From an optimization exercise on the open Yosys and OpenROAD flow, aimed at small area, a short achievable clock period and few clock cycles per item; shortcuts taken in it are not production practice. RTL that was checked went through simulation tests only; none was proved equivalent to the original. Function not checked in run 1: the RTL went through the layout flow alone. Power figures rest on the tool's default switching activity, not on a simulated workload.

**flow/design.v**
```verilog
`default_nettype none
package dtfs_pkg;
    localparam int WINDOW = 10;
    localparam int RAW_W    = 16;
    localparam int SAMPLE_W = 15;
    localparam int THRESH_W = 12;
    localparam int LEVEL_W  = 3;
    localparam int HOLD_W   = 4;
    localparam int DIFF_W   = 16;    
    localparam int DSUM_W   = 20;    
    localparam logic [LEVEL_W-1:0] LVL_OFF   = 3'd0;
    localparam logic [LEVEL_W-1:0] LVL_ONE   = 3'd1;
    localparam logic [LEVEL_W-1:0] LVL_TWO   = 3'd2;
    localparam logic [LEVEL_W-1:0] LVL_THREE = 3'd3;
    localparam logic [LEVEL_W-1:0] LVL_FULL  = 3'd4;
    localparam logic [1:0] CAP_NONE = 2'b00;
    localparam logic [1:0] CAP_LOW  = 2'b01;
    localparam logic [1:0] CAP_HIGH = 2'b10;
    localparam logic [1:0] CAP_BOTH = 2'b11;
    localparam logic [THRESH_W-1:0] LEVEL1_RST = 12'd16;
    localparam logic [THRESH_W-1:0] LEVEL2_RST = 12'd32;
    localparam logic [THRESH_W-1:0] LEVEL3_RST = 12'd48;
    localparam logic [THRESH_W-1:0] LEVEL4_RST = 12'd64;
    function automatic logic [4:0] oh_mod5(input logic [3:0] n);
        oh_mod5[0] = (n == 4'd0) | (n == 4'd5) | (n == 4'd10) | (n == 4'd15);
        oh_mod5[1] = (n == 4'd1) | (n == 4'd6) | (n == 4'd11);
        oh_mod5[2] = (n == 4'd2) | (n == 4'd7) | (n == 4'd12);
        oh_mod5[3] = (n == 4'd3) | (n == 4'd8) | (n == 4'd13);
        oh_mod5[4] = (n == 4'd4) | (n == 4'd9) | (n == 4'd14);
    endfunction
    function automatic logic [4:0] oh_add5(input logic [4:0] r, input logic [4:0] m);
        logic [4:0] v;
        for (int k = 0; k < 5; k++)
        begin
            v[k] = 1'b0;
            for (int i = 0; i < 5; i++)
                v[k] = v[k] | (r[i] & m[(k + 5 - i) % 5]);
        end
        oh_add5 = v;
    endfunction
    function automatic logic [4:0] oh_neg5(input logic [4:0] m);
        oh_neg5 = {m[1], m[2], m[3], m[4], m[0]};
    endfunction
    function automatic logic [2:0] oh_enc5(input logic [4:0] m);
        oh_enc5 = {m[4], m[3] | m[2], m[3] | m[1]};
    endfunction
    function automatic logic [4:0] oh_dec5(input logic [2:0] b);
        oh_dec5 = {b == 3'd4, b == 3'd3, b == 3'd2, b == 3'd1, b == 3'd0};
    endfunction
    function automatic logic [4:0] oh_step(input logic [4:0] r, input logic z);
        logic [4:0] d;
        d = {r[2], r[4], r[1], r[3], r[0]};
        oh_step = z ? {d[3:0], d[4]} : d;
    endfunction
    function automatic logic q_step(input logic [4:0] r, input logic z);
        q_step = r[3] | r[4] | (r[2] & z);
    endfunction
    function automatic logic [3:0] div5_digit(input logic [4:0] r, input logic [3:0] n);
        logic [4:0] r2;
        logic [4:0] r1;
        logic [4:0] r0;
        r2 = oh_step(r, n[3]);
        r1 = oh_step(r2, n[2]);
        r0 = oh_step(r1, n[1]);
        div5_digit = {q_step(r, n[3]), q_step(r2, n[2]), q_step(r1, n[1]), q_step(r0, n[0])};
    endfunction
    function automatic logic [3:0] crt10(input logic p, input logic [4:0] m);
        crt10 = ({4{m[0]}} & (p ? 4'd5 : 4'd0)) | ({4{m[1]}} & (p ? 4'd1 : 4'd6)) |
                ({4{m[2]}} & (p ? 4'd7 : 4'd2)) | ({4{m[3]}} & (p ? 4'd3 : 4'd8)) |
                ({4{m[4]}} & (p ? 4'd9 : 4'd4));
    endfunction
    function automatic logic [4:0] inc_mask(input logic neg, input logic y0, input logic [3:0] rb);
        inc_mask[0] = (!neg && y0 && (rb >= 4'd9)) ||
                      (neg && !y0 && (rb <= 4'd0)) ||
                      (neg && y0 && (rb <= 4'd1));
        inc_mask[1] = (!neg && !y0 && (rb >= 4'd8)) ||
                      (!neg && y0 && (rb >= 4'd7)) ||
                      (neg && !y0 && (rb <= 4'd2)) ||
                      (neg && y0 && (rb <= 4'd3));
        inc_mask[2] = (!neg && !y0 && (rb >= 4'd6)) ||
                      (!neg && y0 && (rb >= 4'd5)) ||
                      (neg && !y0 && (rb <= 4'd4)) ||
                      (neg && y0 && (rb <= 4'd5));
        inc_mask[3] = (!neg && !y0 && (rb >= 4'd4)) ||
                      (!neg && y0 && (rb >= 4'd3)) ||
                      (neg && !y0 && (rb <= 4'd6)) ||
                      (neg && y0 && (rb <= 4'd7));
        inc_mask[4] = (!neg && !y0 && (rb >= 4'd2)) ||
                      (!neg && y0 && (rb >= 4'd1)) ||
                      (neg && !y0 && (rb <= 4'd8)) ||
                      (neg && y0);
    endfunction
    function automatic logic [DSUM_W-1:0] csa_sum(input logic [DSUM_W-1:0] x, input logic [DSUM_W-1:0] y,
                                                  input logic [DSUM_W-1:0] z);
        csa_sum = x ^ y ^ z;
    endfunction
    function automatic logic [DSUM_W-1:0] csa_carry(input logic [DSUM_W-1:0] x, input logic [DSUM_W-1:0] y,
                                                    input logic [DSUM_W-1:0] z);
        csa_carry = (x & y) | (x & z) | (y & z);
    endfunction
endpackage
`default_nettype wire
`default_nettype none
import dtfs_pkg::*;
module dtfs_datapath
(
    input  wire logic                   clk,
    input  wire logic                   rst_n,
    input  wire logic                   wr_en,     
    input  wire logic                   shift,     
    input  wire logic [RAW_W-1:0]       sample_a,
    input  wire logic [RAW_W-1:0]       sample_b,
    output logic                        w_neg,
    output logic [DSUM_W-2:0]           w_y,
    output logic [3:0]                  w_rb
);
    localparam int ENT_W = DIFF_W + 4;      
    logic [SAMPLE_W-1:0]      new_a_reg;
    logic [SAMPLE_W-1:0]      new_b_reg;
    logic [WINDOW:1][ENT_W-1:0] ent_reg;
    logic [3:0]               fill_reg;
    logic                     full_reg;
    logic [DIFF_W-1:0]        new_nd;
    logic [4:0]               new_mb;
    logic [ENT_W-1:0]         old_ent;
    logic [DIFF_W-1:0]        old_nd;
    logic                     old_pb;
    logic [4:0]               old_mb;
    logic [DSUM_W-1:0]        dsum_reg;
    logic [DSUM_W-1:0]        dsum_next;
    logic                     pb_reg;
    logic [2:0]               mb_reg;
    always_ff @(posedge clk)
    begin
        if (wr_en)
        begin
            new_a_reg <= sample_a[RAW_W-1] ? '0 : sample_a[SAMPLE_W-1:0];
            new_b_reg <= sample_b[RAW_W-1] ? '0 : sample_b[SAMPLE_W-1:0];
        end
    end
    assign new_nd = DIFF_W'(new_b_reg) - DIFF_W'(new_a_reg);
    assign new_mb = dtfs_pkg::oh_add5(dtfs_pkg::oh_add5(dtfs_pkg::oh_mod5({1'b0, new_b_reg[14:12]}),
                                                        dtfs_pkg::oh_mod5(new_b_reg[11:8])),
                                      dtfs_pkg::oh_add5(dtfs_pkg::oh_mod5(new_b_reg[7:4]),
                                                        dtfs_pkg::oh_mod5(new_b_reg[3:0])));
    always_ff @(posedge clk)
    begin
        if (shift)
            ent_reg <= {ent_reg[WINDOW-1:1], new_nd, new_b_reg[0], dtfs_pkg::oh_enc5(new_mb)};
    end
    always_ff @(posedge clk or negedge rst_n)
    begin
        if (!rst_n)
        begin
            fill_reg <= '0;
            full_reg <= 1'b0;
        end
        else if (shift && !full_reg)
        begin
            fill_reg <= fill_reg + 4'd1;
            full_reg <= (fill_reg == 4'(WINDOW - 1));
        end
    end
    assign old_ent = full_reg ? ent_reg[WINDOW] : '0;
    assign old_nd  = old_ent[ENT_W-1:4];
    assign old_pb  = old_ent[3];
    assign old_mb  = dtfs_pkg::oh_dec5(old_ent[2:0]);
    dtfs_dsum_next u_dsum_next (
        .s  (dsum_reg),
        .a  (new_a_reg),
        .b  (new_b_reg),
        .nd (old_nd),
        .o  (dsum_next)
    );
    always_ff @(posedge clk or negedge rst_n)
    begin
        if (!rst_n)
        begin
            dsum_reg <= '0;
            pb_reg   <= 1'b0;
            mb_reg   <= '0;
        end
        else if (shift)
        begin
            dsum_reg <= dsum_next;
            pb_reg   <= pb_reg ^ new_b_reg[0] ^ old_pb;
            mb_reg   <= dtfs_pkg::oh_enc5(dtfs_pkg::oh_add5(dtfs_pkg::oh_add5(dtfs_pkg::oh_dec5(mb_reg), new_mb),
                                                            dtfs_pkg::oh_neg5(old_mb)));
        end
    end
    assign w_neg = dsum_reg[DSUM_W-1];
    assign w_y   = dsum_reg[DSUM_W-2:0] ^ {(DSUM_W-1){w_neg}};
    assign w_rb  = dtfs_pkg::crt10(pb_reg, dtfs_pkg::oh_dec5(mb_reg));
endmodule
import dtfs_pkg::*;
module dtfs_dsum_next
(
    input  wire logic [DSUM_W-1:0]   s,
    input  wire logic [SAMPLE_W-1:0] a,
    input  wire logic [SAMPLE_W-1:0] b,
    input  wire logic [DIFF_W-1:0]   nd,
    output logic [DSUM_W-1:0]        o
);
    logic [DSUM_W-1:0] x2;
    logic [DSUM_W-1:0] x3;
    logic [DSUM_W-1:0] x4;
    logic [DSUM_W-1:0] s1;
    logic [DSUM_W-1:0] c1;
    logic [DSUM_W-1:0] s2;
    logic [DSUM_W-1:0] c2;
    assign x2 = DSUM_W'(a);
    assign x3 = ~(DSUM_W'(b));
    assign x4 = {{(DSUM_W-DIFF_W){nd[DIFF_W-1]}}, nd};
    assign s1 = dtfs_pkg::csa_sum(s, x2, x3);
    assign c1 = {dtfs_pkg::csa_carry(s, x2, x3), 1'b1};
    assign s2 = dtfs_pkg::csa_sum(s1, c1, x4);
    assign c2 = {dtfs_pkg::csa_carry(s1, c1, x4), 1'b0};
    assign o  = s2 + c2;
endmodule
`default_nettype wire
`default_nettype none
import dtfs_pkg::*;
module differential_temp_fan_stepper_core
(
    input  wire logic        clk,
    input  wire logic        rst_n,
    input  wire logic        sensor_valid,
    output logic             sensor_ready,
    input  wire logic [15:0] sensor_sample_a,
    input  wire logic [15:0] sensor_sample_b,
    output logic             status_valid,
    input  wire logic        status_ready,
    output logic [2:0]       status_fan_level,
    output logic             status_level_changed,
    output logic             status_compared,
    output logic [14:0]      status_average_difference,
    output logic             status_relay_low_cap,
    output logic             status_relay_high_cap,
    output logic             status_main_relay,
    input  wire logic        cfg_valid,
    output logic             cfg_ready,
    input  wire logic [3:0]  cfg_index,
    input  wire logic [15:0] cfg_data
);
    logic [THRESH_W-1:0] thr_reg [4];
    logic                in_fire;
    logic                adv;           
    logic                shift;         
    logic                take_e;        
    logic                save;          
    logic                rdy_reg;
    logic                sh_pend_reg;   
    logic                pend_reg;      
    logic                skid_v_reg;
    logic [DSUM_W+3:0]   skid_reg;      
    logic                sh_pend_next;
    logic                pend_next;
    logic                skid_v_next;
    logic                w_neg;
    logic [DSUM_W-2:0]   w_y;
    logic [3:0]          w_rb;
    logic                e_v_reg;
    logic [DSUM_W+3:0]   e_reg;
    logic                e_neg;
    logic [3:0]          e_rb;
    logic [DSUM_W-2:0]   y;
    logic [SAMPLE_W-1:0] quot;
    logic                inc;
    logic                q_v_reg;
    logic [SAMPLE_W-1:0] q_reg;
    logic                q_inc_reg;
    logic [SAMPLE_W-1:0] diff;
    logic [3:0]          gt;
    logic [LEVEL_W-1:0]  new_level;
    logic [1:0]          cap_next;
    logic [HOLD_W-1:0]   hold_step;
    logic                cmp;
    logic                chg;
    logic [HOLD_W-1:0]   hold_reg;
    logic [LEVEL_W-1:0]  level_reg;
    logic [1:0]          cap_reg;
    logic                main_reg;
    logic                out_valid_reg;
    logic                out_chg_reg;
    logic                out_cmp_reg;
    logic [SAMPLE_W-1:0] out_diff_reg;
    assign sensor_ready = rdy_reg;
    assign in_fire      = sensor_valid && rdy_reg;
    assign adv          = !out_valid_reg || status_ready;
    assign cfg_ready = 1'b1;
    always_ff @(posedge clk or negedge rst_n)
    begin
        if (!rst_n)
        begin
            thr_reg[0] <= LEVEL1_RST;
            thr_reg[1] <= LEVEL2_RST;
            thr_reg[2] <= LEVEL3_RST;
            thr_reg[3] <= LEVEL4_RST;
        end
        else if (cfg_valid && (cfg_index[3:2] == 2'b00))
            thr_reg[cfg_index[1:0]] <= cfg_data[THRESH_W-1:0];
    end
    assign take_e = adv && !skid_v_reg && pend_reg;
    assign shift  = sh_pend_reg && (!pend_reg || adv || !skid_v_reg);
    assign save   = pend_reg && shift && !take_e;
    assign sh_pend_next = in_fire || (sh_pend_reg && !shift);
    assign pend_next    = shift || (pend_reg && !take_e);
    assign skid_v_next  = save || (skid_v_reg && !adv);
    dtfs_datapath u_datapath (
        .clk      (clk),
        .rst_n    (rst_n),
        .wr_en    (in_fire),
        .shift    (shift),
        .sample_a (sensor_sample_a),
        .sample_b (sensor_sample_b),
        .w_neg    (w_neg),
        .w_y      (w_y),
        .w_rb     (w_rb)
    );
    always_ff @(posedge clk or negedge rst_n)
    begin
        if (!rst_n)
        begin
            rdy_reg     <= 1'b1;
            sh_pend_reg <= 1'b0;
            pend_reg    <= 1'b0;
            skid_v_reg  <= 1'b0;
            e_v_reg     <= 1'b0;
        end
        else
        begin
            rdy_reg     <= !sh_pend_next || !pend_next || !skid_v_next;
            sh_pend_reg <= sh_pend_next;
            pend_reg    <= pend_next;
            skid_v_reg  <= skid_v_next;
            if (adv)
                e_v_reg <= skid_v_reg || pend_reg;
        end
    end
    always_ff @(posedge clk)
    begin
        if (!skid_v_reg || adv)
            skid_reg <= {w_neg, w_y, w_rb};
        if (adv)
            e_reg <= skid_v_reg ? skid_reg : {w_neg, w_y, w_rb};
    end
    assign e_neg = e_reg[DSUM_W+3];
    assign y     = e_reg[DSUM_W+2:4];
    assign e_rb  = e_reg[3:0];
    dtfs_div10 u_div10 (
        .neg  (e_neg),
        .y    (y),
        .rb   (e_rb),
        .quot (quot),
        .inc  (inc)
    );
    always_ff @(posedge clk or negedge rst_n)
    begin
        if (!rst_n)
            q_v_reg <= 1'b0;
        else if (adv)
            q_v_reg <= e_v_reg;
    end
    always_ff @(posedge clk)
    begin
        if (adv)
        begin
            q_reg     <= quot;
            q_inc_reg <= inc;
        end
    end
    assign diff = q_reg + SAMPLE_W'(q_inc_reg);
    logic [16:0] gt_sum [4];
    always_comb
    begin
        for (int i = 0; i < 4; i++)
        begin
            gt_sum[i] = {2'b00, q_reg} + {1'b0, ~{4'b0000, thr_reg[i]}} + 17'(q_inc_reg);
            gt[i]     = gt_sum[i][16];
        end
    end
    always_comb
    begin
        if (gt[3])
            new_level = LVL_FULL;
        else if (gt[2])
            new_level = LVL_THREE;
        else if (gt[1])
            new_level = LVL_TWO;
        else if (gt[0])
            new_level = LVL_ONE;
        else
            new_level = LVL_OFF;
    end
    always_comb
    begin
        case (new_level)
            LVL_ONE:   cap_next = CAP_LOW;
            LVL_TWO:   cap_next = CAP_HIGH;
            LVL_THREE: cap_next = CAP_BOTH;
            LVL_FULL:  cap_next = CAP_NONE;
            default:   cap_next = cap_reg;
        endcase
    end
    assign hold_step = ((hold_reg == '0) || (hold_reg == HOLD_W'(WINDOW))) ? '0
                                                                         : (hold_reg + HOLD_W'(1));
    assign cmp = (hold_step == '0);
    assign chg = cmp && (new_level != level_reg);
    always_ff @(posedge clk or negedge rst_n)
    begin
        if (!rst_n)
        begin
            out_valid_reg <= 1'b0;
            hold_reg      <= HOLD_W'(1);
            level_reg     <= LVL_OFF;
            cap_reg       <= CAP_NONE;
            main_reg      <= 1'b0;
        end
        else if (adv)
        begin
            out_valid_reg <= q_v_reg;
            if (q_v_reg)
            begin
                hold_reg <= chg ? HOLD_W'(1) : hold_step;
                if (chg)
                begin
                    level_reg <= new_level;
                    cap_reg   <= cap_next;
                    main_reg  <= (new_level != LVL_OFF);
                end
            end
        end
    end
    always_ff @(posedge clk)
    begin
        if (adv)
        begin
            out_chg_reg  <= chg;
            out_cmp_reg  <= cmp;
            out_diff_reg <= cmp ? diff : '0;
        end
    end
    assign status_valid              = out_valid_reg;
    assign status_fan_level          = level_reg;
    assign status_level_changed      = out_chg_reg;
    assign status_compared           = out_cmp_reg;
    assign status_average_difference = out_diff_reg;
    assign status_relay_low_cap      = cap_reg[0];
    assign status_relay_high_cap     = cap_reg[1];
    assign status_main_relay         = main_reg;
endmodule
import dtfs_pkg::*;
module dtfs_div10
(
    input  wire logic                neg,
    input  wire logic [DSUM_W-2:0]   y,
    input  wire logic [3:0]          rb,
    output logic [SAMPLE_W-1:0]      quot,
    output logic                     inc
);
    logic [4:0]  m3;        
    logic [4:0]  m2;
    logic [4:0]  m1;
    logic [4:0]  m0;
    logic [4:0]  r3;        
    logic [4:0]  r2;
    logic [4:0]  r1;
    logic [4:0]  r0;
    logic [4:0]  rf;        
    logic [3:0]  q3;
    assign m3 = dtfs_pkg::oh_mod5(y[16:13]);
    assign m2 = dtfs_pkg::oh_mod5(y[12:9]);
    assign m1 = dtfs_pkg::oh_mod5(y[8:5]);
    assign m0 = dtfs_pkg::oh_mod5(y[4:1]);
    assign r3 = dtfs_pkg::oh_mod5({2'b00, y[18:17]});
    assign r2 = dtfs_pkg::oh_add5(r3, m3);
    assign r1 = dtfs_pkg::oh_add5(r3, dtfs_pkg::oh_add5(m3, m2));
    assign r0 = dtfs_pkg::oh_add5(r2, dtfs_pkg::oh_add5(m2, m1));
    assign rf = dtfs_pkg::oh_add5(r1, dtfs_pkg::oh_add5(m1, m0));
    assign q3 = dtfs_pkg::div5_digit(r3, y[16:13]);
    assign quot = {q3[2:0],
                   dtfs_pkg::div5_digit(r2, y[12:9]),
                   dtfs_pkg::div5_digit(r1, y[8:5]),
                   dtfs_pkg::div5_digit(r0, y[4:1])};
    assign inc = |(rf & dtfs_pkg::inc_mask(neg, y[0], rb));
endmodule
`default_nettype wire
```
**flow/config.mk**
```make
export PLATFORM = sky130hd
export DESIGN_NAME = differential_temp_fan_stepper_core
export DESIGN_NICKNAME = differential_temp_fan_stepper_core
export VERILOG_FILES = /design/flow/design.v
export SDC_FILE = /design/flow/constraint.sdc
export NUM_CORES = 4
export LEC_CHECK = 0
export CAP_MARGIN = 20
export CORE_MARGIN = 2
export CORE_UTILIZATION = 40
export SETUP_SLACK_MARGIN = 4
export SLEW_MARGIN = 20
export SYNTH_HIERARCHICAL = 1
```
**flow/run.sh**
```bash
#!/bin/bash
# synth_recipe.tcl (not shown) runs the flow's synth.tcl, then flattens the netlist and writes it again
# the make line also repeats each setting of config.mk as NAME=value (left out here)
make -C /OpenROAD-flow-scripts/flow DESIGN_CONFIG=/design/flow/config.mk WORK_HOME=/design/flow/orfs CLKGATE_MAP_FILE= SYNTH_SCRIPT=/design/flow/synth_recipe.tcl finish
```
**flow/constraint.sdc**
```tcl
create_clock -name core_clock -period 8.0 [get_ports {clk}]
set_input_delay 1.6000 -clock core_clock [delete_from_list [all_inputs] [get_ports {clk}]]
set_output_delay 1.6000 -clock core_clock [all_outputs]
set_load 0.01 [all_outputs]
```
==> results of run 1 <==
## per-module statistics from Yosys (local to each module, per instance)
module,cells,flip-flops and latches
differential_temp_fan_stepper_core,569,146
dtfs_datapath,845,259
dtfs_dsum_next,254,0
dtfs_div10,574,0
## worst paths after layout
path,depth (start not counted),start,endpoint,slack [ns]
hold / removal,0,u_datapath.ent_reg[119],u_datapath.ent_reg[139],0.41
max in group asynchronous,2,rst_n,thr_reg[0][8],5.81
setup reg to reg,17,u_datapath.new_b_reg[0],u_datapath.mb_reg[1],3.98
hold reg to reg,0,u_datapath.ent_reg[119],u_datapath.ent_reg[139],0.41
min in group asynchronous,1,rst_n,u_datapath.dsum_reg[15],0.94
setup / recovery,17,u_datapath.new_b_reg[0],u_datapath.mb_reg[1],3.98
## kinds of logic after synthesis
kind of cell	Yosys count
mux	101
buf+inv	324
other cells	1
xor+xnor	89
flops	405
simple gates	668
compound gates	530
fa+ha+maj	124
## synthesized netlist by cell type (35+ instances only)
master and number:
inv_1 204, fa_1 35, nor3_1 41, nand3_1 55, dfrtp_1 87, nand2_1 160, a21oi_1 88, o22ai_1 39
o21ai_0 97, nor2b_1 64, clkbuf_1 74, edfxtp_1 311, mux2_2 72, xnor2_1 40, ha_1 89, nor2_1 144
xor2_1 48
## per-stage QoR
| step | setup slack (ns) | hold WS [ns] | cells | util, % |
|---|---|---|---|---|
| after floorplan | 1.52 | 0.400 | 2242 | - |
| after global placement | 3.28 | 0.400 | 2991 | 43.1 |
| after detailed placement | 3.18 | 0.405 | 2991 | 43.1 |
| after CTS | 3.85 | 0.398 | 3146 | 46.7 |
| after global routing | 3.83 | 0.414 | 3185 | 47.7 |
| final | 3.98 | 0.407 | 3185 | 47.7 |
## area by class of cell
class / count / share of cell area [%]
sequential: 405 / 41.4
multi-input combinational: 1513 / 40.5
timing repair buffer: 203 / 6.46
clock buffer: 64 / 4.60
tap: 773 / 3.43
inverter: 207 / 2.76
clock inverter: 20 / 0.776
## worst max-delay path, cell delays in order, from the launching register on
cell	delay, ns
edfxtp_1	0.46
buf_6	0.17
buf_6	0.11
nor2b_4	0.12
a21oi_2	0.16
o221ai_2	0.11
a222oi_1	0.50
o311ai_4	0.26
buf_4	0.20
a222oi_1	0.32
buf_4	0.18
buf_4	0.10
nand4_1	0.10
o211ai_1	0.14
o311ai_2	0.22
a22oi_2	0.23
o2111ai_2	0.16
o32a_1	0.38
## layer usage
metal  global-route usage, %  up-vias  wire [microns]  share of wire, %
li1                        -     8552               -                 -
met1                    23.9     8718           25200                44
met2                    30.0      573           27200                48
met3                    2.60      117            2930               5.1
met4                    6.11        0            1630               2.9
met5                       0        -               0                 0
## what timing repair did
| action | CTS | global route |
|---|---|---|
| buffers inserted | 71 | 37 |
| gates resized for setup | 13 | 50 |
| setup endpoints to repair | 28 | 21 |
| pin swaps | 13 | 25 |
| cloned | 0 | 1 |
## power by group through the flow
stage                     clock network [mW]  logic (mW)  registers (mW)
after floorplan                            0        4.98            3.40
after global routing                    2.27        7.43            3.67
after detailed placement                   0        6.13            3.77
after CTS                               2.18        6.41            3.65
after global placement                     0        5.96            3.73
final                                   2.11        6.72            3.59
==> results.yml, run 1 <==
power_and_ir_drop:
  swShare_pct: 41.9
  pwr-share-seq_pct: 28.9
  internal_power_mw: 7.21
  p_leak_nw: 11.1
  switchingPower_mw: 5.20
  clkPwrFrac_pct: 17.0
  power_mw: 12.4
  comb_power_share_pct: 54.1
  power_density_nw_per_um2: 440
  irDropWorstVdd_mv: 0.242
critical_path:
  path_max_fanout: 5
  cp.required_ns: 8.45
  crit_arrival_ns: 4.48
  crit_type: "flip-flop to flip-flop"
  end_kind: "flip-flop"
  cp-start-kind: "flip-flop"
floorplanning:
  fp.dieArea_sq_um: 62200
  die_w_microns: 249
  die_h_microns: 249
  ios: 83
  core_sq_um: 59200
  start_util_pct: 40.7
  row_count: 89
detailed_routing:
  routed_wl_microns: 57000
  route.detailed.drc: 0
  dr_total_vias: 18000
  drt_iter0_markers: 1721
  drt-pass1-iter-count: 5
  viasPerCell: 5.64
  wl_per_cell_microns: 17.9
  postRouteAntennaNets: 0
place:
  placed_cell_area_sq_um: 25500
  hpwlAfterDp_microns: 37800
  numPortBuffers: 77
  gp_congestion: 0.879
synth:
  mappedNetlistArea_sq_um: 24100
  synth_top_area_share_pct: 38.8
  synth-compound-area-share_pct: 15.7
  synth.avg_cell_area_sq_um: 10.7
  synth-adder-area-share_pct: 7.53
  yosys_warnings: 12
  ys_top_cells_by_area: "edfxtp_1 39%, dfrtp_1 9.0%, ha_1 4.6%, mux2_2 3.4%, inv_1 3.2%"
  syn_inst: 2242
  synthArstFlopShare_pct: 23.2
  synth-simple-area-share_pct: 14.6
  synth_top_family_by_area: "compound AO/OA/AOI/OAI gates"
  ys_seq_area_share_pct: 48.6
  synth_flop_cell: "edfxtp_1"
  synth_seq_cells: 405
  yosysTopAreaCell: "edfxtp_1"
  synthXorXnorAreaFrac_pct: 3.27
  synthMuxAreaShare_pct: 4.88
  synth_edf_count: 311
  synth_cell_types: 117
  syn_nets: 2423
run_status:
  status: "timing/DRC/antenna clean"
final_layout:
  final_cell_mix: "311 x edfxtp_1, 202 x inv_1, 158 x nand2_1, 144 x nor2_1, 115 x buf_4"
  ff_latch_area_sq_um: 11700
  nets: 2557
  fillerInstances: 5381
  final_area_sq_um: 28200
  layout_commonest_cell: "edfxtp_1"
  drive_above_1_share_pct: 16.0
  syn_to_final_growth_pct: 17.2
  largest_reg_flops: 200
  multiInputGateArea_sq_um: 11400
  diodes: 0
sta:
  grt_setup_unrepaired: "yes"
  finalHoldViolations: 0
  setup_tns_ns: 0
  tightest_slew_ns: 1.09
  setup_viol: 0
  fin_skew_ns: 0.0253
  slew_headroom_pct: 27.3
  drv_slew: 0
  fmax_ghz: 0.249
  fin_crit_sh_pct: 50.3
  fin_crit_ns: 4.02
global_route:
  grt_pass1_wl_microns: 91600
  grt_pass1_vias: 17300
  grt_max_degree: 195
  antenna_found_initial: 0
  grt-ovfl-total: 0
  track_usage_pct: 17.9
clock_tree:
  path_clk_slew_ns: 0.06
  ctsHoldBuffers: 0
  clkSinkCount: 405
  root_buffer: "clkbuf_16"
  cts_made_buffers: 46
  cts.path.max_buffers: 3
  clk_latency_ns: 0.58
  htreeDepth: 2
  cts_tree: "yes"
hold_path:
  hold_path_class: "flip-flop to flip-flop"
job:
  maxCapViolCount: 0
==> inputs of run 2 (changes only) <==
--- a/flow/design.v
+++ b/flow/design.v
@@ -117,4 +117,4 @@
     localparam int ENT_W = DIFF_W + 4;      
-    logic [SAMPLE_W-1:0]      new_a_reg;
-    logic [SAMPLE_W-1:0]      new_b_reg;
+    logic [ENT_W-1:0]         new_reg;
+    logic [ENT_W-1:0]         in_ent;
     logic [WINDOW:1][ENT_W-1:0] ent_reg;
@@ -123,2 +123,3 @@
     logic [DIFF_W-1:0]        new_nd;
+    logic                     new_pb;
     logic [4:0]               new_mb;
@@ -132,2 +133,7 @@
     logic [2:0]               mb_reg;
+    dtfs_conv u_conv (
+        .sample_a (sample_a),
+        .sample_b (sample_b),
+        .ent      (in_ent)
+    );
     always_ff @(posedge clk)
@@ -135,12 +141,4 @@
         if (wr_en)
-        begin
-            new_a_reg <= sample_a[RAW_W-1] ? '0 : sample_a[SAMPLE_W-1:0];
-            new_b_reg <= sample_b[RAW_W-1] ? '0 : sample_b[SAMPLE_W-1:0];
-        end
+            new_reg <= in_ent;
     end
-    assign new_nd = DIFF_W'(new_b_reg) - DIFF_W'(new_a_reg);
-    assign new_mb = dtfs_pkg::oh_add5(dtfs_pkg::oh_add5(dtfs_pkg::oh_mod5({1'b0, new_b_reg[14:12]}),
-                                                        dtfs_pkg::oh_mod5(new_b_reg[11:8])),
-                                      dtfs_pkg::oh_add5(dtfs_pkg::oh_mod5(new_b_reg[7:4]),
-                                                        dtfs_pkg::oh_mod5(new_b_reg[3:0])));
     always_ff @(posedge clk)
@@ -148,3 +146,3 @@
         if (shift)
-            ent_reg <= {ent_reg[WINDOW-1:1], new_nd, new_b_reg[0], dtfs_pkg::oh_enc5(new_mb)};
+            ent_reg <= {ent_reg[WINDOW-1:1], new_reg};
     end
@@ -163,2 +161,5 @@
     end
+    assign new_nd  = new_reg[ENT_W-1:4];
+    assign new_pb  = new_reg[3];
+    assign new_mb  = dtfs_pkg::oh_dec5(new_reg[2:0]);
     assign old_ent = full_reg ? ent_reg[WINDOW] : '0;
@@ -169,6 +170,5 @@
         .s  (dsum_reg),
-        .a  (new_a_reg),
-        .b  (new_b_reg),
-        .nd (old_nd),
-        .o  (dsum_next)
+        .n  (new_nd),
+        .o  (old_nd),
+        .r  (dsum_next)
     );
@@ -185,3 +185,3 @@
             dsum_reg <= dsum_next;
-            pb_reg   <= pb_reg ^ new_b_reg[0] ^ old_pb;
+            pb_reg   <= pb_reg ^ new_pb ^ old_pb;
             mb_reg   <= dtfs_pkg::oh_enc5(dtfs_pkg::oh_add5(dtfs_pkg::oh_add5(dtfs_pkg::oh_dec5(mb_reg), new_mb),
@@ -195,2 +195,18 @@
 import dtfs_pkg::*;
+module dtfs_conv
+(
+    input  wire logic [RAW_W-1:0]       sample_a,
+    input  wire logic [RAW_W-1:0]       sample_b,
+    output logic [DIFF_W+3:0]           ent
+);
+    logic [SAMPLE_W-1:0] ca;
+    logic [SAMPLE_W-1:0] cb;
+    logic [4:0]          mb;
+    assign ca = sample_a[RAW_W-1] ? '0 : sample_a[SAMPLE_W-1:0];
+    assign cb = sample_b[RAW_W-1] ? '0 : sample_b[SAMPLE_W-1:0];
+    assign mb = dtfs_pkg::oh_add5(dtfs_pkg::oh_add5(dtfs_pkg::oh_mod5({1'b0, cb[14:12]}), dtfs_pkg::oh_mod5(cb[11:8])),
+                                  dtfs_pkg::oh_add5(dtfs_pkg::oh_mod5(cb[7:4]), dtfs_pkg::oh_mod5(cb[3:0])));
+    assign ent = {DIFF_W'(cb) - DIFF_W'(ca), cb[0], dtfs_pkg::oh_enc5(mb)};
+endmodule
+import dtfs_pkg::*;
 module dtfs_dsum_next
@@ -198,6 +214,5 @@
     input  wire logic [DSUM_W-1:0]   s,
-    input  wire logic [SAMPLE_W-1:0] a,
-    input  wire logic [SAMPLE_W-1:0] b,
-    input  wire logic [DIFF_W-1:0]   nd,
-    output logic [DSUM_W-1:0]        o
+    input  wire logic [DIFF_W-1:0]   n,
+    input  wire logic [DIFF_W-1:0]   o,
+    output logic [DSUM_W-1:0]        r
 );
@@ -205,15 +220,9 @@
     logic [DSUM_W-1:0] x3;
-    logic [DSUM_W-1:0] x4;
     logic [DSUM_W-1:0] s1;
     logic [DSUM_W-1:0] c1;
-    logic [DSUM_W-1:0] s2;
-    logic [DSUM_W-1:0] c2;
-    assign x2 = DSUM_W'(a);
-    assign x3 = ~(DSUM_W'(b));
-    assign x4 = {{(DSUM_W-DIFF_W){nd[DIFF_W-1]}}, nd};
+    assign x2 = ~{{(DSUM_W-DIFF_W){n[DIFF_W-1]}}, n};
+    assign x3 = {{(DSUM_W-DIFF_W){o[DIFF_W-1]}}, o};
     assign s1 = dtfs_pkg::csa_sum(s, x2, x3);
     assign c1 = {dtfs_pkg::csa_carry(s, x2, x3), 1'b1};
-    assign s2 = dtfs_pkg::csa_sum(s1, c1, x4);
-    assign c2 = {dtfs_pkg::csa_carry(s1, c1, x4), 1'b0};
-    assign o  = s2 + c2;
+    assign r  = s1 + c1;
 endmodule
==> results.yml, run 2 <==
sta:
  fin_crit_sh_pct: 48.8
  fin_skew_ns: 0.0435
  hold_ws_ns: 0.410
  tightest_slew_ns: 1.01
  setup_viol: 0
  slew_headroom_pct: 32.7
  grt_setup_unrepaired: "yes"
  fin_crit_ns: 3.90
  finalHoldViolations: 0
  drv_slew: 0
  fmax_ghz: 0.256
  setup_tns_ns: 0
  setup_ws_ns: 4.10
synth:
  synth_flop_cell: "edfxtp_1"
  synth-compound-area-share_pct: 15.8
  yosysMostFrequentCell: "edfxtp_1"
  synthMuxAreaShare_pct: 5.00
  ys_seq_area_share_pct: 49.7
  mappedNetlistArea_sq_um: 23000
  synth_seq_cells: 395
  synth-simple-area-share_pct: 14.4
  synthArstFlopShare_pct: 23.8
  synth_cell_types: 125
  synth_edf_count: 301
  syn_inst: 2133
  synthXorXnorAreaFrac_pct: 3.74
  syn_nets: 2289
  synth-adder-area-share_pct: 6.14
  synth_common_cells: "301 x edfxtp_1, 177 x inv_1, 165 x nand2_1, 165 x nor2_1, 105 x o21ai_0"
  yosysTopAreaCell: "edfxtp_1"
  synth.avg_cell_area_sq_um: 10.8
  ys_top_cells_by_area: "edfxtp_1 39%, dfrtp_1 9.5%, ha_1 4.3%, mux2_2 3.6%, inv_1 2.9%"
  synth_top_area_share_pct: 39.4
  yosys_warnings: 13
  synth_top_family_by_area: "compound AO/OA/AOI/OAI gates"
place:
  dp_cells: 2874
  hpwlAfterDp_microns: 35300
  numPortBuffers: 77
  gp_congestion: 0.866
  post-place-ws_ns: 2.76
  placed_cell_area_sq_um: 24300
final_layout:
  layout_commonest_cell: "edfxtp_1"
  fillerInstances: 5170
  nets: 2373
  drive_above_1_share_pct: 14.8
  final_area_sq_um: 26600
  layout.cells.non_filler: 3008
  largest_reg_flops: 200
  syn_to_final_growth_pct: 16.0
  final_cell_mix: "301 x edfxtp_1, 172 x inv_1, 165 x nor2_1, 163 x nand2_1, 102 x o21ai_0"
  final_util_pct: 47.1
  diodes: 0
detailed_routing:
  routed_wl_microns: 53200
  route.detailed.drc: 0
  viasPerCell: 5.64
  wl_per_cell_microns: 17.7
  postRouteAntennaNets: 0
  dr_total_vias: 17000
  drt-pass1-iter-count: 6
  drt_iter0_markers: 1188
critical_path:
  crit_arrival_ns: 4.25
  r2r-end: "q_reg[4]"
  cp-start-kind: "input port"
  path_max_fanout: 7
  regToRegSetupSlack_ns: 4.13
  critPathLaunch: "sensor_sample_b[11]"
  cp.required_ns: 8.35
  end_kind: "flip-flop"
  crit_type: "input port to flip-flop"
  reg2reg_from: "e_reg[16]"
  reg2reg_depth: 12
  crit_end: "u_datapath.new_reg[0]"
global_route:
  grt_pass1_vias: 16300
  grt_pass1_wl_microns: 85200
  grt_max_degree: 85
  track_usage_pct: 17.5
  antenna_found_initial: 0
  grt-ovfl-total: 0
clock_tree:
  path_clk_slew_ns: 0.06
  htreeDepth: 2
  clkSinkCount: 395
  cts_tree: "yes"
  cts_made_buffers: 44
  cts.path.max_buffers: 3
  root_buffer: "clkbuf_16"
  clk_latency_ns: 0.61
run_status:
  status: "timing/DRC/antenna clean"
power_and_ir_drop:
  irDropWorstVdd_mv: 0.187
  power_density_nw_per_um2: 446
  power_mw: 11.9
  p_leak_nw: 10.3
hold_path:
  hp-start: "u_datapath.ent_reg[33]"
  hold_path_class: "flip-flop to flip-flop"
floorplanning:
  die_w_microns: 244
  row_count: 87
  fp.dieArea_sq_um: 59300
  ios: 83
  core_sq_um: 56600
  start_util_pct: 40.6
  die_h_microns: 244
job:
  maxCapViolCount: 0
-- run 2: Yosys stat by module, one instance, submodules excluded --
module | cells | flops+latches
dtfs_datapath | 419 | 249
dtfs_div10 | 574 | 0
dtfs_dsum_next | 236 | 0
dtfs_conv | 335 | 0
differential_temp_fan_stepper_core | 569 | 146
-- run 2: area by class of cell --
class | count | area (sq um) | area share [%]
Clock buffer | 51 | 1170 | 4.39
Clock inverter | 30 | 342 | 1.28
Inverter | 180 | 686 | 2.57
Multi-Input combinational cell | 1450 | 10700 | 40.1
Sequential cell | 395 | 11400 | 42.8
Tap cell | 756 | 946 | 3.55
Timing Repair Buffer | 146 | 1420 | 5.31
-- run 2: layer usage --
metal | global-route usage, % | share of wire [%] | up-vias
li1 | - | - | 8057
met1 | 22.8 | 44 | 8280
met2 | 29.7 | 49 | 516
met3 | 2.82 | 4.9 | 101
met4 | 5.56 | 2.6 | 0
met5 | 0 | 0 | -
-- run 2: logic make-up after synthesis --
group / count (synthesis)
muxes: 98
and+or+nand+nor: 643
xor gates and xnor gates: 98
buffers and inverters: 289
AOI/OAI and AO/OA: 508
other: 1
adders and majority gates: 101
DFF: 395
-- run 2: worst min path at each step --
stage | endpoint | slack (ns) | cells past startpoint
after detailed placement | u_datapath.ent_reg[105] | 0.40 | 0
after global routing | u_datapath.ent_reg[53] | 0.42 | 0
final | u_datapath.ent_reg[53] | 0.41 | 0
after CTS | u_datapath.ent_reg[53] | 0.41 | 0
after floorplan | u_datapath.ent_reg[100] | 0.40 | 0
after global placement | u_datapath.ent_reg[180] | 0.40 | 0
-- run 2: where the power goes --
| part | total [mW] | switching, mW | internal, mW |
|---|---|---|---|
| Clock | 2.07 | 0.840 | 1.23 |
| Combinational | 6.24 | 3.58 | 2.66 |
| Sequential | 3.57 | 0.559 | 3.02 |
-- run 2: timing repair --
| item | CTS | global route |
|---|---|---|
| endpoints found under the setup margin | 19 | 99 |
| setup buffers | 33 | 16 |
| pin swaps | 10 | 12 |
| cloned | 3 | 1 |
| gates resized for setup | 34 | 40 |
| hold buffers | 0 | 0 |
-- run 2: critical path, stage by stage --
cell and delay, ns:
clkdlybuf4s50_1 0.61, nand3b_1 0.18, nor2_1 0.06, a31oi_1 0.16, nor2_1 0.11, a221o_1 0.36, a221o_1 0.32, a22oi_1 0.23
o2111ai_1 0.17, or3_4 0.44
Testbench counts of run 2, summed over its fixed seeds: cycles 16,040, items 16,000.
==> inputs of run 3 (changes only) <==
--- a/flow/config.mk
+++ b/flow/config.mk
@@ -7,2 +7,3 @@
 export LEC_CHECK = 0
+export ABC_AREA = 1
 export CAP_MARGIN = 20
@@ -10,2 +11,4 @@
 export CORE_UTILIZATION = 40
+export CTS_CLUSTER_DIAMETER = 120
+export CTS_CLUSTER_SIZE = 22
 export SETUP_SLACK_MARGIN = 4
==> results.yml, run 3 <==
synth:
  mappedNetlistArea_sq_um: 22300
  syn_inst: 2590
  yosysMostFrequentCell: "nand2_1"
  ys_seq_area_share_pct: 51.1
  syn_nets: 2746
  synthArstFlopShare_pct: 23.8
  synth_edf_count: 301
  synth_common_cells: "888 x nand2_1, 329 x inv_1, 301 x edfxtp_1, 228 x nor2_1, 127 x nand3_1"
  synth_seq_cells: 395
  ys_top_cells_by_area: "edfxtp_1 41%, nand2_1 15%, dfrtp_1 9.8%, inv_1 5.5%, ha_1 4.4%"
  synth.avg_cell_area_sq_um: 8.61
  synth_flop_cell: "edfxtp_1"
  yosysTopAreaCell: "edfxtp_1"
  synth_cell_types: 64
  synth_top_area_share_pct: 40.5
  yosys_warnings: 13
clock_tree:
  cts_resized: 0
  htreeDepth: 1
  cts_tree: "yes"
  clkSinkCount: 395
  root_buffer: "clkbuf_16"
  clk_latency_ns: 0.55
  ctsHoldBuffers: 0
  post_cts_buffers: 0
  cts.path.max_buffers: 3
  cts_made_buffers: 21
  path_clk_slew_ns: 0.10
place:
  hpwlAfterDp_microns: 36200
  gp_congestion: 0.888
  numPortBuffers: 77
sta:
  setup_viol: 0
  slew_headroom_pct: 31.0
  drv_slew: 0
  setup_tns_ns: 0
  fin_crit_ns: 3.67
  hold_ws_ns: 0.416
  fin_skew_ns: 0.0242
  fmax_ghz: 0.272
  grt_setup_unrepaired: "no"
  fin_crit_sh_pct: 45.9
  finalHoldViolations: 0
  tightest_slew_ns: 1.03
critical_path:
  end_kind: "flip-flop"
  reg2reg_from: "u_datapath.full_reg"
  cp-start-kind: "input port"
  crit_arrival_ns: 3.98
  critPathLaunch: "sensor_sample_b[15]"
  crit_type: "input port to flip-flop"
  cp.required_ns: 8.31
  path_max_fanout: 31
  regToRegSetupSlack_ns: 5.05
detailed_routing:
  dr_total_vias: 16700
  wl_per_cell_microns: 14.1
  postRouteAntennaNets: 0
  viasPerCell: 4.88
  drt_iter0_markers: 1313
  route.detailed.drc: 0
  routed_wl_microns: 48200
  drt-pass1-iter-count: 5
floorplanning:
  ios: 83
  die_h_microns: 240
  start_util_pct: 40.5
  row_count: 86
  core_sq_um: 55100
  fp.dieArea_sq_um: 57700
  die_w_microns: 240
final_layout:
  diodes: 0
  drive_above_1_share_pct: 8.03
  nets: 2819
  largest_reg_flops: 200
  syn_to_final_growth_pct: 9.80
  final_cell_mix: "887 x nand2_1, 327 x inv_1, 301 x edfxtp_1, 226 x nor2_1, 126 x nand3_1"
  layout_commonest_cell: "nand2_1"
  fillerInstances: 5374
power_and_ir_drop:
  p_leak_nw: 11.4
  power_mw: 9.81
  irDropWorstVdd_mv: 0.183
  power_density_nw_per_um2: 401
hold_path:
  hold_path_class: "flip-flop to flip-flop"
  hp-start: "u_datapath.ent_reg[124]"
global_route:
  grt_pass1_wl_microns: 78900
  grt-ovfl-total: 0
  grt_max_degree: 187
  antenna_found_initial: 0
  track_usage_pct: 16.8
  grt_pass1_vias: 16200
job:
  maxCapViolCount: 0
run_status:
  status: "timing/DRC/antenna clean"
[run 3: metrics by stage]
step	cells	setup WS, ns	util [%]	cell area [sq um]
2_1_floorplan	2590	2.49	-	22400
3_3_place_gp	3387	3.63	43.3	23900
3_5_place_dp	3387	3.56	43.3	23900
4_1_cts	3424	4.13	44.4	24500
5_1_grt	3425	4.09	44.5	24500
6_report	3425	4.33	44.5	24500
[run 3: power by group]
part | switching [mW] | leakage, nW | internal [mW]
logic | 3.32 | 6.96 | 1.72
clock network | 0.631 | 0.293 | 0.517
registers | 0.481 | 4.15 | 3.15
[run 3: critical path, cell delays in order]
cell,delay (ns)
clkdlybuf4s50_1,0.75
inv_8,0.17
nand2_4,0.14
ha_1,0.20
inv_1,0.08
ha_1,0.17
inv_1,0.05
nand2_1,0.12
a21boi_2,0.28
o21ai_2,0.11
nand3_1,0.13
nand2_1,0.07
nand2_1,0.06
nand2_1,0.05
[run 3: final timing paths]
kind,endpoint,cells past startpoint
max in group asynchronous,u_datapath.mb_reg[0],2
worst min register to register,u_datapath.ent_reg[144],0
min in group asynchronous,thr_reg[1][3],1
worst max register to register,u_datapath.dsum_reg[16],17
worst max-delay path,u_datapath.new_reg[18],14
worst min-delay path,u_datapath.ent_reg[144],0
[run 3: cell type report]
type | count | area [sq um] | area share [%]
inverters | 363 | 1380 | 5.65
repair buffers | 84 | 841 | 3.43
clock inverters | 2 | 26.3 | 0.107
well taps | 748 | 936 | 3.82
multi-input cells | 1797 | 9330 | 38.1
flip-flops and latches | 395 | 11400 | 46.5
repair inverters | 1 | 5.00 | 0.0204
clock buffers | 35 | 578 | 2.36
[run 3: cell families (layout without fill, tap and decap cells)]
| kind of cell | count (synthesis) | after routing | synth area share, % |
|---|---|---|---|
| multiplexers | 2 | 2 | 0.0897 |
| other | 1 | 1 | 0.0168 |
| XOR/XNOR | 45 | 45 | 1.77 |
| AO/OA/AOI/OAI | 249 | 249 | 6.52 |
| flip-flops | 395 | 395 | 51.1 |
| buffers and inverters | 398 | 485 | 7.18 |
| AND/OR/NAND/NOR | 1401 | 1401 | 27.1 |
| adder cells (fa/ha/maj) | 99 | 99 | 6.23 |
[run 3: per-module statistics from Yosys, one instance, submodules excluded]
module | copies in the design | cell area, sq um
differential_temp_fan_stepper_core | 1 | 7020
dtfs_datapath | 1 | 8570
dtfs_conv | 1 | 2280
dtfs_dsum_next | 1 | 1850
dtfs_div10 | 1 | 2600
[run 3: per-layer routing]
metal	GRT usage, %	share of wire (%)
met4	3.41	1.4
met5	0	0
met3	1.54	3.3
met2	30.7	50
met1	21.5	45
==> inputs of run 4 (changes only) <==
--- a/flow/config.mk
+++ b/flow/config.mk
@@ -7,3 +7,2 @@
 export LEC_CHECK = 0
-export ABC_AREA = 1
 export CAP_MARGIN = 20
==> results.yml, run 4 <==
run_status:
  status: "timing/DRC/antenna clean"
clock_tree:
  clkSinkCount: 395
  path_clk_slew_ns: 0.10
  ctsHoldBuffers: 0
  cts_made_buffers: 22
  htreeDepth: 1
  cts.path.max_buffers: 3
  root_buffer: "clkbuf_16"
  clk_latency_ns: 0.57
  cts_tree: "yes"
final_layout:
  largest_reg_flops: 200
  final_cell_mix: "301 x edfxtp_1, 172 x inv_1, 165 x nor2_1, 163 x nand2_1, 102 x o21ai_0"
  layout.cells.non_filler: 2969
  drive_above_1_share_pct: 13.5
  syn_to_final_growth_pct: 12.2
  diodes: 0
  layout_commonest_cell: "edfxtp_1"
  fillerInstances: 5291
  nets: 2353
global_route:
  grt_max_degree: 85
  grt_pass1_wl_microns: 83900
  track_usage_pct: 17.0
  antenna_found_initial: 0
  grt_pass1_vias: 16000
  grt-ovfl-total: 0
sta:
  tightest_slew_ns: 1.00
  fin_crit_sh_pct: 48.8
  fin_crit_ns: 3.90
  fmax_ghz: 0.256
  setup_tns_ns: 0
  drv_slew: 0
  setup_viol: 0
  slew_headroom_pct: 33.2
  finalHoldViolations: 0
  grt_setup_unrepaired: "yes"
  fin_skew_ns: 0.0250
  hold_ws_ns: 0.418
power_and_ir_drop:
  p_leak_nw: 9.90
  swShare_pct: 43.6
  power_density_nw_per_um2: 426
  comb_power_share_pct: 56.6
  switchingPower_mw: 4.79
  pwr-share-seq_pct: 32.5
  irDropWorstVdd_mv: 0.189
  internal_power_mw: 6.20
  power_mw: 11.0
  clkPwrFrac_pct: 10.9
job:
  maxCapViolCount: 0
synth:
  synthArstFlopShare_pct: 23.8
  synth.avg_cell_area_sq_um: 10.8
  synth_top_area_share_pct: 39.4
  synth_seq_cells: 395
  synth_flop_cell: "edfxtp_1"
  synth_cell_types: 125
  ys_seq_area_share_pct: 49.7
  ys_top_cells_by_area: "edfxtp_1 39%, dfrtp_1 9.5%, ha_1 4.3%, mux2_2 3.6%, inv_1 2.9%"
  yosysTopAreaCell: "edfxtp_1"
  syn_inst: 2133
  yosysMostFrequentCell: "edfxtp_1"
  yosys_warnings: 13
  synth_edf_count: 301
  syn_nets: 2289
  synth_common_cells: "301 x edfxtp_1, 177 x inv_1, 165 x nand2_1, 165 x nor2_1, 105 x o21ai_0"
  mappedNetlistArea_sq_um: 23000
place:
  numPortBuffers: 77
  dp_cells: 2874
  hpwlAfterDp_microns: 35300
  gp_congestion: 0.866
floorplanning:
  core_sq_um: 56600
  start_util_pct: 40.6
  ios: 83
  fp.dieArea_sq_um: 59300
  die_h_microns: 244
  die_w_microns: 244
  row_count: 87
detailed_routing:
  drt-pass1-iter-count: 7
  route.detailed.drc: 0
  drt_iter0_markers: 1242
  viasPerCell: 5.64
  dr_total_vias: 16700
  wl_per_cell_microns: 17.7
  postRouteAntennaNets: 0
  routed_wl_microns: 52600
critical_path:
  crit_arrival_ns: 4.20
  cp.required_ns: 8.30
  cp-start-kind: "input port"
  end_kind: "flip-flop"
  path_max_fanout: 6
  reg2reg_depth: 11
  crit_type: "input port to flip-flop"
hold_path:
  hold_path_class: "flip-flop to flip-flop"
  holdPathStages: 0
==> run 4: cell types whose count changed after synthesis, moves of 28 or more <==
cell      before  now
inv_2         29    1
nand3_2       36    0
nor2_1       228  165
nand2_2       37    1
mux2_2         0   73
o22ai_1        5   45
nand2_1      888  165
nor2b_1        0   45
clkbuf_1      19   58
inv_1        329  177
xnor2_1        4   48
nand3_1      127   51
==> run 4: area by class of cell <==
type,instances,area [sq um],area share [%]
multi-input cells,1450,10700,41.4
repair buffers,148,1410,5.46
inverters,180,686,2.66
clock buffers,37,607,2.36
clock inverters,3,55.1,0.214
flip-flops and latches,395,11400,44.3
well taps,756,946,3.67
==> run 4: worst max-delay path: stages <==
cell,delay (ns)
clkdlybuf4s50_1,0.59
xor2_1,0.21
o21ai_0,0.23
nor2b_1,0.21
a221o_1,0.26
a221o_1,0.33
a22oi_1,0.21
o21ai_0,0.11
or3_1,0.45
==> run 4: per-layer routing <==
layer	part of all wire, %	GRT usage, %	vias to the layer above
met3	4.1	1.83	92
met5	0	0	-
met2	49	29.7	452
met1	45	22.5	8200
li1	-	-	8000
met4	2.6	4.63	0
==> run 4: cells by family (layout without fill, tap and decap cells) <==
| logic type | Yosys count | in the layout | synth area share [%] |
|---|---|---|---|
| buf+inv | 289 | 368 | 5.25 |
| mux | 98 | 98 | 5.00 |
| flops | 395 | 395 | 49.7 |
| xor+xnor | 98 | 98 | 3.74 |
| compound gates | 508 | 509 | 15.8 |
| other cells | 1 | 1 | 0.0163 |
| fa+ha+maj | 101 | 101 | 6.14 |
| simple gates | 643 | 643 | 14.4 |
==> run 4: timing repair <==
action	in CTS	in global routing
gates cloned	3	1
endpoints found under the setup margin	19	102
buffers inserted	35	16
resized for setup	35	49
pin swaps	12	12
==> run 4: path summary, 6_finish.rpt <==
kind	start	endpoint	slack [ns]
min in group asynchronous	rst_n	thr_reg[2][10]	1.04
max	sensor_sample_b[12]	u_datapath.new_reg[0]	4.10
min reg2reg	u_datapath.ent_reg[140]	u_datapath.ent_reg[160]	0.42
min	u_datapath.ent_reg[140]	u_datapath.ent_reg[160]	0.42
max reg2reg	e_reg[14]	q_reg[4]	4.12
max in group asynchronous	rst_n	u_datapath.dsum_reg[15]	5.83
==> run 4: power groups by stage <==
stage          sequential [mW]  clock (mW)  combinational [mW]
2_1_floorplan             3.34           0                4.60
3_3_place_gp              3.68           0                5.52
3_5_place_dp              3.72           0                5.64
4_1_cts                   3.59        1.25                5.94
5_1_grt                   3.65        1.32                6.90
6_report                  3.57        1.20                6.21
==> run 4: per-module statistics from Yosys (local to each module, per instance) <==
module                              times used  cells  flip-flops and latches
dtfs_dsum_next                               1    236                       0
dtfs_datapath                                1    419                     249
differential_temp_fan_stepper_core           1    569                     146
dtfs_div10                                   1    574                       0
dtfs_conv                                    1    335                       0
==> run 4: stage by stage <==
| step | util [%] | worst slack (ns) | instance area, sq um |
|---|---|---|---|
| after floorplan | - | 1.73 | 23100 |
| after global placement | 43.0 | 2.79 | 24300 |
| after detailed placement | 43.0 | 2.76 | 24300 |
| after CTS | 45.0 | 3.98 | 25500 |
| after global routing | 45.5 | 3.94 | 25800 |
| final | 45.5 | 4.10 | 25800 |
==> inputs of run 5 (changes only) <==
--- a/flow/config.mk
+++ b/flow/config.mk
@@ -7,2 +7,3 @@
 export LEC_CHECK = 0
+export ABC_AREA = 1
 export CAP_MARGIN = 20
@@ -12,3 +13,3 @@
 export CTS_CLUSTER_SIZE = 22
-export SETUP_SLACK_MARGIN = 4
+export SETUP_SLACK_MARGIN = 5
 export SLEW_MARGIN = 20
==> results.yml, run 5 <==
run_status:
  status: "timing/DRC/antenna clean"
synth:
  yosys_warnings: 13
  synth_seq_cells: 395
  synth.avg_cell_area_sq_um: 8.61
  ys_seq_area_share_pct: 51.1
  mappedNetlistArea_sq_um: 22300
  synth_edf_count: 301
  synth_cell_types: 64
  syn_nets: 2746
  yosysTopAreaCell: "edfxtp_1"
  synthArstFlopShare_pct: 23.8
  yosysMostFrequentCell: "nand2_1"
  synth_flop_cell: "edfxtp_1"
  synth_common_cells: "888 x nand2_1, 329 x inv_1, 301 x edfxtp_1, 228 x nor2_1, 127 x nand3_1"
  synth_top_area_share_pct: 40.5
  ys_top_cells_by_area: "edfxtp_1 41%, nand2_1 15%, dfrtp_1 9.8%, inv_1 5.5%, ha_1 4.4%"
  syn_inst: 2590
final_layout:
  fillerInstances: 5271
  drive_above_1_share_pct: 10.4
  final_area_sq_um: 25000
  nets: 2835
  largest_reg_flops: 200
  final_cell_mix: "877 x nand2_1, 319 x inv_1, 301 x edfxtp_1, 221 x nor2_1, 117 x nand3_1"
  layout_commonest_cell: "nand2_1"
  syn_to_final_growth_pct: 12.1
  diodes: 0
  ff_latch_area_sq_um: 11400
  multiInputGateArea_sq_um: 9600
clock_tree:
  clkSinkCount: 395
  cts_tree: "yes"
  cts.path.max_buffers: 3
  path_clk_slew_ns: 0.10
  htreeDepth: 1
  cts_made_buffers: 22
  ctsHoldBuffers: 0
  clk_latency_ns: 0.56
  root_buffer: "clkbuf_16"
critical_path:
  cp.required_ns: 8.31
  crit_chain: "clkdlybuf4s50_1 -> nand2_1 -> nand3_4 -> nand2_2 -> inv_2 -> ha_4 -> inv_2 -> nand2_4 -> a21boi_4 -> buf_4 -> o211ai_2 -> xor2_1"
  path_max_fanout: 3
  cpPeakStageDelay_ns: 0.43
  cp-start-kind: "input port"
  worst-path-buf-inv: 4
  end_kind: "flip-flop"
  regToRegSetupSlack_ns: 5.20
  crit_arrival_ns: 3.27
  crit_family: "buffers and inverters"
  crit_slowest_cell: "clkdlybuf4s50_1"
  crit_type: "input port to flip-flop"
  crit_top_cell: "inv_2"
floorplanning:
  row_count: 86
  ios: 83
  start_util_pct: 40.5
  die_h_microns: 240
  die_w_microns: 240
  core_sq_um: 55100
  fp.dieArea_sq_um: 57700
detailed_routing:
  routed_wl_microns: 48600
  route.detailed.drc: 0
  drt_iter0_markers: 1064
  drt-pass1-iter-count: 5
  dr_total_vias: 16700
  viasPerCell: 4.86
  wl_per_cell_microns: 14.1
  postRouteAntennaNets: 0
global_route:
  track_usage_pct: 16.8
  grt-ovfl-total: 0
  grt_max_degree: 97
  grt_pass1_wl_microns: 78900
  antenna_found_initial: 0
  grt_pass1_vias: 16100
sta:
  finalHoldViolations: 0
  fin_crit_ns: 2.97
  fin_skew_ns: 0.0124
  fmax_ghz: 0.337
  fin_crit_sh_pct: 37.1
  grt_setup_unrepaired: "yes"
  setup_tns_ns: 0
  setup_viol: 0
  tightest_slew_ns: 0.799
  slew_headroom_pct: 46.7
  drv_slew: 0
job:
  maxCapViolCount: 0
power_and_ir_drop:
  p_leak_nw: 11.7
  switchingPower_mw: 4.48
  irDropWorstVdd_mv: 0.212
  clkPwrFrac_pct: 12.1
  pwr-share-seq_pct: 36.6
  internal_power_mw: 5.40
  power_density_nw_per_um2: 395
  swShare_pct: 45.4
  comb_power_share_pct: 51.3
place:
  numPortBuffers: 77
  placed_cell_area_sq_um: 24000
  gp_congestion: 0.852
  hpwlAfterDp_microns: 35500
hold_path:
  hold_path_class: "flip-flop to flip-flop"
-- run 5: cell types whose count changed after synthesis, moves of 36 or more --
cell,delta
nor2_1,+63
nand2_1,+723
mux2_2,-73
nand2_2,+36
nand3_1,+76
xnor2_1,-44
o22ai_1,-40
nand3_2,+36
nor2b_1,-45
clkbuf_1,-39
inv_1,+152
-- run 5: what timing repair did --
item | 4_1_cts | 5_1_grt
endpoints found under the setup margin | 287 | 179
pin swaps | 1 | 5
cloned | 4 | 2
buffers inserted | 5 | 5
gates resized for setup | 55 | 56
-- run 5: layout make-up --
class / instances / area share, %
sequential: 395 / 45.6
multi-input combinational: 1797 / 38.4
inverter: 363 / 5.60
timing repair buffer: 97 / 3.95
tap: 748 / 3.74
clock buffer: 36 / 2.41
clock inverter: 4 / 0.185
timing repair inverter: 3 / 0.0951
-- run 5: modules after synthesis (local to each module, per instance) --
module / copies in the design / cells / area (sq um) / flip-flops and latches
dtfs_dsum_next: 1 / 321 / 1850 / 0
differential_temp_fan_stepper_core: 1 / 722 / 7020 / 146
dtfs_div10: 1 / 551 / 2600 / 0
dtfs_conv: 1 / 482 / 2280 / 0
dtfs_datapath: 1 / 514 / 8570 / 249
-- run 5: cell families (layout without fill, tap and decap cells) --
kind of cell / after synthesis / count (layout) / share of synthesized area, %
other cells: 1 / 1 / 0.0168
simple gates: 1401 / 1401 / 27.1
xor+xnor: 45 / 45 / 1.77
flops: 395 / 395 / 51.1
buf+inv: 398 / 503 / 7.18
fa+ha+maj: 99 / 99 / 6.23
mux: 2 / 2 / 0.0897
compound gates: 249 / 249 / 6.52
-- run 5: worst paths after layout --
check,startpoint,to,depth (start not counted)
setup / recovery,sensor_sample_a[1],u_datapath.new_reg[16],12
hold / removal,u_datapath.ent_reg[175],u_datapath.ent_reg[195],0
setup reg to reg,hold_reg[0],out_diff_reg[13],10
hold reg to reg,u_datapath.ent_reg[175],u_datapath.ent_reg[195],0
max in group asynchronous,rst_n,u_datapath.full_reg,2
min in group asynchronous,rst_n,thr_reg[1][3],1
-- run 5: power groups by stage --
stage                     Sequential, mW  Clock (mW)  Combinational, mW
after detailed placement            3.68           0               5.03
final                               3.62        1.19               5.07
after global routing                3.70        1.31               5.82
after floorplan                     3.53           0               3.86
after CTS                           3.63        1.24               5.05
after global placement              3.66           0               4.91
-- run 5: metal layers --
layer  GRT usage, %  up-vias  wire length, microns
li1               -     8524                     -
met1           21.2     7806                 21500
met2           30.7      350                 24300
met3           1.60       52                  1780
met4           4.01        0                  1050
met5              0        -                     0
-- run 5: worst reg2reg max path: stages (launching register included) --
cell     delay (ns)
dfstp_2        0.59
inv_1          0.09
ha_1           0.20
nor2_1         0.10
nor2_1         0.06
o21ai_1        0.20
o21ai_0        0.16
nand3_1        0.59
inv_1          0.33
nand3_1        0.17
inv_1          0.08
-- run 5: metrics by stage --
stage,util [%],setup WS (ns),instances,hold slack (ns),power (mW)
4_1_cts,44.9,4.76,3436,0.417,9.92
5_1_grt,45.4,4.97,3443,0.423,10.8
2_1_floorplan,-,2.49,2590,0.400,7.38
6_report,45.4,5.03,3443,0.414,9.88
3_3_place_gp,43.6,3.66,3387,0.401,8.57
3_5_place_dp,43.6,3.60,3387,0.405,8.71
==> inputs of run 6 (changes only) <==
--- a/flow/config.mk
+++ b/flow/config.mk
@@ -13,3 +13,3 @@
 export CTS_CLUSTER_SIZE = 22
-export SETUP_SLACK_MARGIN = 5
+export SETUP_SLACK_MARGIN = 4.5
 export SLEW_MARGIN = 20
==> results.yml, run 6 <==
clock_tree:
  clkSinkCount: 395
  htreeDepth: 1
  cts_made_buffers: 21
  cts_tree: "yes"
  root_buffer: "clkbuf_16"
  cts.path.max_buffers: 3
  path_clk_slew_ns: 0.09
  clk_latency_ns: 0.55
place:
  gp_congestion: 0.888
  hpwlAfterDp_microns: 36200
  post-place-ws_ns: 3.56
  numPortBuffers: 77
  placed_cell_area_sq_um: 23900
floorplanning:
  fp.dieArea_sq_um: 57700
  start_util_pct: 40.5
  row_count: 86
  die_w_microns: 240
  die_h_microns: 240
  ios: 83
  core_sq_um: 55100
critical_path:
  crit_top_cell: "nand2_1"
  path_max_fanout: 6
  cpPeakStageDelay_ns: 0.66
  crit_type: "input port to flip-flop"
  crit_chain: "clkdlybuf4s50_1 -> nand3_1 -> nand2_1 -> inv_2 -> ha_1 -> inv_1 -> nand2_1 -> a21boi_4 -> o21ai_2 -> nand3_1 -> nand2_1 -> nand2_1 -> nand2_1"
  cp.required_ns: 8.31
  end_kind: "flip-flop"
  cp-start-kind: "input port"
  crit_slowest_cell: "clkdlybuf4s50_1"
  crit_arrival_ns: 3.63
synth:
  ys_top_cells_by_area: "edfxtp_1 41%, nand2_1 15%, dfrtp_1 9.8%, inv_1 5.5%, ha_1 4.4%"
  synthMuxAreaShare_pct: 0.0897
  synthArstFlopShare_pct: 23.8
  synth_common_cells: "888 x nand2_1, 329 x inv_1, 301 x edfxtp_1, 228 x nor2_1, 127 x nand3_1"
  yosysMostFrequentCell: "nand2_1"
  synth_top_area_share_pct: 40.5
  synth_edf_count: 301
  synth_flop_cell: "edfxtp_1"
  synth_seq_cells: 395
  synth_top_family_by_area: "simple AND/OR/NAND/NOR gates"
  synth-simple-area-share_pct: 27.1
  yosysTopAreaCell: "edfxtp_1"
  synthXorXnorAreaFrac_pct: 1.77
  yosys_warnings: 13
  mappedNetlistArea_sq_um: 22300
  ys_seq_area_share_pct: 51.1
  synth_cell_types: 64
  synth.avg_cell_area_sq_um: 8.61
  synth-adder-area-share_pct: 6.23
  syn_inst: 2590
  syn_nets: 2746
  synth-compound-area-share_pct: 6.52
sta:
  fin_crit_sh_pct: 41.5
  fin_skew_ns: 0.0230
  setup_viol: 0
  setup_ws_ns: 4.68
  tightest_slew_ns: 1.03
  grt_setup_unrepaired: "no"
  fmax_ghz: 0.301
  finalHoldViolations: 0
  setup_tns_ns: 0
  slew_headroom_pct: 31.3
  fin_crit_ns: 3.32
  drv_slew: 0
detailed_routing:
  drt_iter0_markers: 1341
  wl_per_cell_microns: 14.2
  dr_total_vias: 16800
  viasPerCell: 4.90
  route.detailed.drc: 0
  postRouteAntennaNets: 0
  drt-pass1-iter-count: 6
  routed_wl_microns: 48600
final_layout:
  diodes: 0
  drive_above_1_share_pct: 8.28
  final_cell_mix: "886 x nand2_1, 326 x inv_1, 301 x edfxtp_1, 226 x nor2_1, 126 x nand3_1"
  final_util_pct: 44.6
  syn_to_final_growth_pct: 10.1
  nets: 2823
  final_area_sq_um: 24600
  layout_commonest_cell: "nand2_1"
  largest_reg_flops: 200
  fillerInstances: 5369
power_and_ir_drop:
  irDropWorstVdd_mv: 0.184
  power_mw: 9.83
  power_density_nw_per_um2: 400
  p_leak_nw: 11.4
global_route:
  grt_max_degree: 94
  grt-ovfl-total: 0
  grt_pass1_wl_microns: 79600
  antenna_found_initial: 0
  grt_pass1_vias: 16300
  track_usage_pct: 16.9
job:
  maxCapViolCount: 0
hold_path:
  hold_path_class: "flip-flop to flip-flop"
run_status:
  status: "timing/DRC/antenna clean"
==> run 6: per-layer routing <==
layer	global-route usage (%)	vias up	wire, microns
li1	-	8504	-
met1	21.6	7876	21700
met2	31.2	367	24500
met3	1.54	49	1660
met4	3.41	0	729
met5	0	-	0
==> run 6: logic make-up after synthesis <==
group / Yosys count
xor gates and xnor gates: 45
and+or+nand+nor: 1401
muxes: 2
buffers and inverters: 398
DFF: 395
AOI/OAI and AO/OA: 249
other: 1
adders and majority gates: 99
==> run 6: through the flow <==
stage,cells,hold slack (ns)
6_report,3429,0.415
5_1_grt,3429,0.423
4_1_cts,3428,0.420
3_5_place_dp,3387,0.405
3_3_place_gp,3387,0.401
2_1_floorplan,2590,0.400
==> run 6: repair_timing <==
action,CTS,global route
endpoints found under the setup margin,197,18
cloned,3,1
hold buffers,0,0
setup buffers,1,0
resized for setup,3,7
==> run 6: report_power, final <==
group | switching (mW) | internal (mW)
registers | 0.482 | 3.15
logic | 3.32 | 1.73
clock network | 0.631 | 0.517
==> run 6: path summary, 6_finish.rpt <==
path / depth (start not counted) / slack, ns / start / endpoint
worst max-delay path: 13 / 4.68 / sensor_sample_b[1] / u_datapath.new_reg[18]
worst min-delay path: 0 / 0.41 / u_datapath.ent_reg[124] / u_datapath.ent_reg[144]
worst max register to register: 17 / 5.07 / u_datapath.full_reg / u_datapath.dsum_reg[16]
worst min register to register: 0 / 0.41 / u_datapath.ent_reg[124] / u_datapath.ent_reg[144]
max in group asynchronous: 2 / 5.80 / rst_n / u_datapath.mb_reg[0]
min in group asynchronous: 1 / 1.02 / rst_n / thr_reg[1][3]
==> run 6: layout make-up <==
| cell class | instances | area, sq um | area share (%) |
|---|---|---|---|
| Tap cell | 748 | 936 | 3.81 |
| Multi-Input combinational cell | 1797 | 9340 | 38.0 |
| Timing Repair inverter | 3 | 15.0 | 0.0611 |
| Timing Repair Buffer | 86 | 881 | 3.59 |
| Inverter | 363 | 1390 | 5.67 |
| Clock buffer | 35 | 578 | 2.35 |
| Sequential cell | 395 | 11400 | 46.4 |
| Clock inverter | 2 | 26.3 | 0.107 |
==> run 6: modules after synthesis, one instance, submodules excluded <==
module / cells inside / flops+latches / times used
dtfs_conv: 482 / 0 / 1
dtfs_dsum_next: 321 / 0 / 1
dtfs_div10: 551 / 0 / 1
dtfs_datapath: 514 / 249 / 1
differential_temp_fan_stepper_core: 722 / 146 / 1
==> run 6: worst max-delay path, delay by kind of cell <==
kind,cells,cell delay (ns)
AO/OA/AOI/OAI,2,0.33
buffers and inverters,3,0.75
adder cells (fa/ha/maj),1,0.18
AND/OR/NAND/NOR,7,0.78

==> re-timing with driven ports <==
In the flow no input, the clock included, has a driving cell. The finished layouts below were timed again as built, in two steps. Step 1 assumes that a clkbuf_16 drives the clock port and a buf_2 every other input. Step 2 adds t to the input delays and takes it off the output delays; t is the mean of the earliest and latest rising clock arrival at the registers after step 1. Input paths then give back, and output paths get back, about the clock's delay inside the block. Three values: no drivers, after step 1, after step 2; two values: the first two.
| run | shift t [ns] | slack for setup (ns) | cell pins on the clock port's net |
|---|---|---|---|
| run 1 | 0.626 | 3.977 / 3.977 / 3.646 | 1 |
| run 2 | 0.641 | 4.096 / 4.126 / 3.485 | 1 |
| run 3 | 0.595 | 4.329 / 4.358 / 3.764 | 1 |
| run 4 | 0.615 | 4.098 / 4.119 / 3.514 | 1 |
| run 5 | 0.607 | 5.034 / 5.012 / 4.455 | 1 |
| run 6 | 0.595 | 4.681 / 4.713 / 4.119 | 1 |
After both steps every run listed still meets setup and hold. The setup slack of run 2, which loses most, moves by +0.030 ns with the drivers and by -0.611 ns with both steps.
